Context: an optimization exercise on an open-source flow, tuned for small area and a short achievable clock period. The choices shown serve that exercise and are no tape-out recipe. Function was checked by simulation only, so behaviour that the tests miss may differ from the original. Power and IR drop assume default switching activity.

## P
// bt656_rx_top
module bt656_rx_top
#(
   parameter int FIFO_DEPTH = 64
)
(
   input  logic        clk,
   input  logic        rstn,
   input  logic        rx_enable_i,
   input  logic        size_err_clr_i,
   input  logic [7:0]  bt656_data_i,
   output logic        m_axis_tvalid_o,
   input  logic        m_axis_tready_i,
   output logic [7:0]  m_axis_tdata_o,
   output logic        m_axis_tuser_o,
   output logic        m_axis_tlast_o,
   output logic [11:0] width_o,
   output logic [11:0] height_o,
   output logic        size_err_o,
   output logic        overflow_o,
   output logic [15:0] frame_cnt_o
);
   logic  wr_en, wr_sof, wr_eol, fifo_full;
   bt656_pkg::byte_t wr_byte;
   logic  fifo_ne, rd_req, head_sof, head_eol;
   bt656_pkg::byte_t head_byte;
   logic  hdr_valid, is_eav, vblank, field;
   bt656_pkg::byte_t tap_byte;
   bt656_header_decoder u_decoder
   (
      .clk      (clk),
      .rstn     (rstn),
      .enable_i (rx_enable_i),
      .data_i   (bt656_data_i),
      .hdr_valid_o (hdr_valid),
      .is_eav_o    (is_eav),
      .vblank_o    (vblank),
      .field_o     (field),
      .tap_byte_o  (tap_byte)
   );
   bt656_line_tracker u_tracker
   (
      .clk         (clk),
      .rstn        (rstn),
      .enable_i    (rx_enable_i),
      .err_clr_i   (size_err_clr_i),
      .hdr_valid_i (hdr_valid),
      .is_eav_i    (is_eav),
      .vblank_i    (vblank),
      .field_i     (field),
      .tap_byte_i  (tap_byte),
      .fifo_full_i (fifo_full),
      .wr_en_o     (wr_en),
      .wr_byte_o   (wr_byte),
      .wr_sof_o    (wr_sof),
      .wr_eol_o    (wr_eol),
      .width_o     (width_o),
      .height_o    (height_o),
      .size_err_o  (size_err_o),
      .frame_cnt_o (frame_cnt_o),
      .overflow_o  (overflow_o)
   );
   line_fifo #(.FIFO_DEPTH(FIFO_DEPTH)) u_fifo
   (
      .clk       (clk),
      .rstn      (rstn),
      .flush_i   (!rx_enable_i),
      .wr_en_i   (wr_en),
  ...
Size in the first run: about 780 flip-flops, roughly 66 I/O pins, about 0.028 mm2 of cells after synthesis.
clock: 5.5 ns
lec_check: 0
cap_margin: 20
core_margin: 2
core_utilization: 70
cts_cluster_diameter: 60
cts_cluster_size: 25
setup_slack_margin: 2.9
slew_margin: 20
standard.sh (not shown) runs the stock make flow with config.mk's settings and CLKGATE_MAP_FILE= SYNTH_SCRIPT=/design/flow/synth_recipe.tcl, a recipe that flattens the netlist after the stock synthesis.
==> flow/flow/run.sh <==
#!/bin/bash
# The standard layout with two changes: clock tree synthesis adds no
# dummy loads, and the port buffers start at buf_1 (repair resizes them).
set -euo pipefail
cd "$(dirname "$0")/.."
export CTS_ARGS="-sink_clustering_enable -repair_clock_nets -dont_use_dummy_load -sink_clustering_size 20 -sink_clustering_max_diameter 40 -buf_list sky130_fd_sc_hd__clkbuf_8"
export BUFFER_PORTS_ARGS="-buffer_cell sky130_fd_sc_hd__buf_1"
bash standard.sh > standard_flow.log 2>&1
The final layout from P, which completed every stage, passed the timing, DRC and antenna checks at the end of the flow.
Changes in Q relative to P:
Settings: CORE_UTILIZATION: 70 -> 75.
-- flow/flow/run.sh --
<<< P, line 6
export CTS_ARGS="-sink_clustering_enable -repair_clock_nets -dont_use_dummy_load -sink_clustering_size 20 -sink_clustering_max_diameter 40 -buf_list sky130_fd_sc_hd__clkbuf_8"
>>> Q, line 6
export CTS_ARGS="-sink_clustering_enable -repair_clock_nets -dont_use_dummy_load -sink_clustering_size 16 -sink_clustering_max_diameter 70 -buf_list sky130_fd_sc_hd__clkbuf_8"
Notes after the runs:
[Q vs P] transition time of the tightest slew-check pin: lower in Q. Area: Q vs P -> Q smaller. For P, the busiest layer in global routing was met1, unlike Q, where it was met2. Q gives more worst setup slack than P did. Re core utilization of the finished layout: Q is 4.7 points up on P.
Changes in R relative to Q:
Settings: CORE_UTILIZATION now 82, was 75.
-- flow/flow/run.sh --
<<< Q, line 6
export CTS_ARGS="-sink_clustering_enable -repair_clock_nets -dont_use_dummy_load -sink_clustering_size 16 -sink_clustering_max_diameter 70 -buf_list sky130_fd_sc_hd__clkbuf_8"
>>> R, line 6
export CTS_ARGS="-sink_clustering_enable -repair_clock_nets -dont_use_dummy_load -sink_clustering_size 18 -sink_clustering_max_diameter 45 -buf_list sky130_fd_sc_hd__clkbuf_8"
Findings:
The total power of the final layout was comparable across R and Q.
[compare] base=Q new=R: clock latency reported for the late side of the worst-skew pair lower; total routing resource utilization after global routing increased 5.1 points.
Compared with Q, in R wire length of the first global-routing pass shows an increase of 5500 um, number of placement rows shows a reduction of 3.
For register bit count reported by yosys, Q and R come out practically identical.
R and Q ended up with roughly the same sequential share of layout area.
The run showing the smaller total die area is R.
Re maximum frequency: R is 3.3% down on Q.
Edits applied to the flow inputs when going from R to S:
Settings: swapping 82 for 75 in CORE_UTILIZATION.
-- flow/flow/run.sh --
<<< R, line 6
export CTS_ARGS="-sink_clustering_enable -repair_clock_nets -dont_use_dummy_load -sink_clustering_size 18 -sink_clustering_max_diameter 45 -buf_list sky130_fd_sc_hd__clkbuf_8"
>>> S, line 6
export CTS_ARGS="-sink_clustering_enable -repair_clock_nets -dont_use_dummy_load -sink_clustering_size 30 -sink_clustering_max_diameter 40 -buf_list sky130_fd_sc_hd__clkbuf_16"
==> notes.md <==
- Switching power share of the total was higher in R than in S.
- Capturing instance or port of the critical path: u_fifo.head_byte_q[7]$_DFFE_PP_ -> R, m_axis_tlast_o -> S
- On S: area growth from synthesis to layout is 4.1 points higher than what R gave.
- Of R and S, the higher number of buffers added for setup after CTS belongs to R.
- R has a lower cell count than S.
- Post-detailed-placement cell area essentially unchanged between R and S.
- S against R: sequential share of layout area fell by 2.8 points, CTS H-tree depth has increased.
- From S to R, number of multi-input combinational cells in the layout did not move at all.
- Largest clock skew in the final design up 0.0072 ns in S wrt R
- Summary of the comparison: cell area is higher in S, relative to R.
- Going from R to S, starting utilization of the core area shrinks by 7.0 points.
Relative to S, the following input files were edited for T:
Settings: SETUP_SLACK_MARGIN changed from 2.9 to 3.0.
-- flow/flow/run.sh --
<<< S, line 6
export CTS_ARGS="-sink_clustering_enable -repair_clock_nets -dont_use_dummy_load -sink_clustering_size 30 -sink_clustering_max_diameter 40 -buf_list sky130_fd_sc_hd__clkbuf_16"
>>> T, line 6
export CTS_ARGS="-sink_clustering_enable -repair_clock_nets -dont_use_dummy_load -sink_clustering_size 18 -sink_clustering_max_diameter 45 -buf_list sky130_fd_sc_hd__clkbuf_8"
Findings:
Compared with S, in T worst path setup slack after routing has increased, routed wire length neither gained nor lost much, worst relative slew slack -8.0 points, fmax shows no meaningful change, die area comparable.

-- afterwards: timing with drivers on the ports --
How much do the figures lean on ideal ports? The routed layouts below were timed once more, with nothing changed but the port constraints.
Step 1: set_driving_cell puts a clkbuf_16 on clk and a buf_2 on each other input, an assumption about the parent block.
Step 2 times the ports against the registers' clock, not the clock port: input delays grow and output delays shrink by t, the midpoint of the rising clock arrivals with the driver on.
a / b / c = no drivers / after step 1 / after step 2; a / b = the first two.
run	t (ns)	setup slack, ns	worst data-port slew with drivers (ns)	pins driven straight from the clock port
P	0.681	2.924 / 2.875 / 2.381	0.06	1
Q	0.709	2.932 / 2.886 / 2.368	0.06	1
R	0.700	2.845 / 2.845 / 2.507	0.06	1
S	0.637	2.926 / 2.881 / 2.470	0.06	1
T	0.714	2.931 / 2.884 / 2.420	0.06	1
After both steps setup and hold are still met in every run listed. The setup slack of Q, which loses most, moves by -0.046 ns with the drivers and by -0.564 ns with both steps.
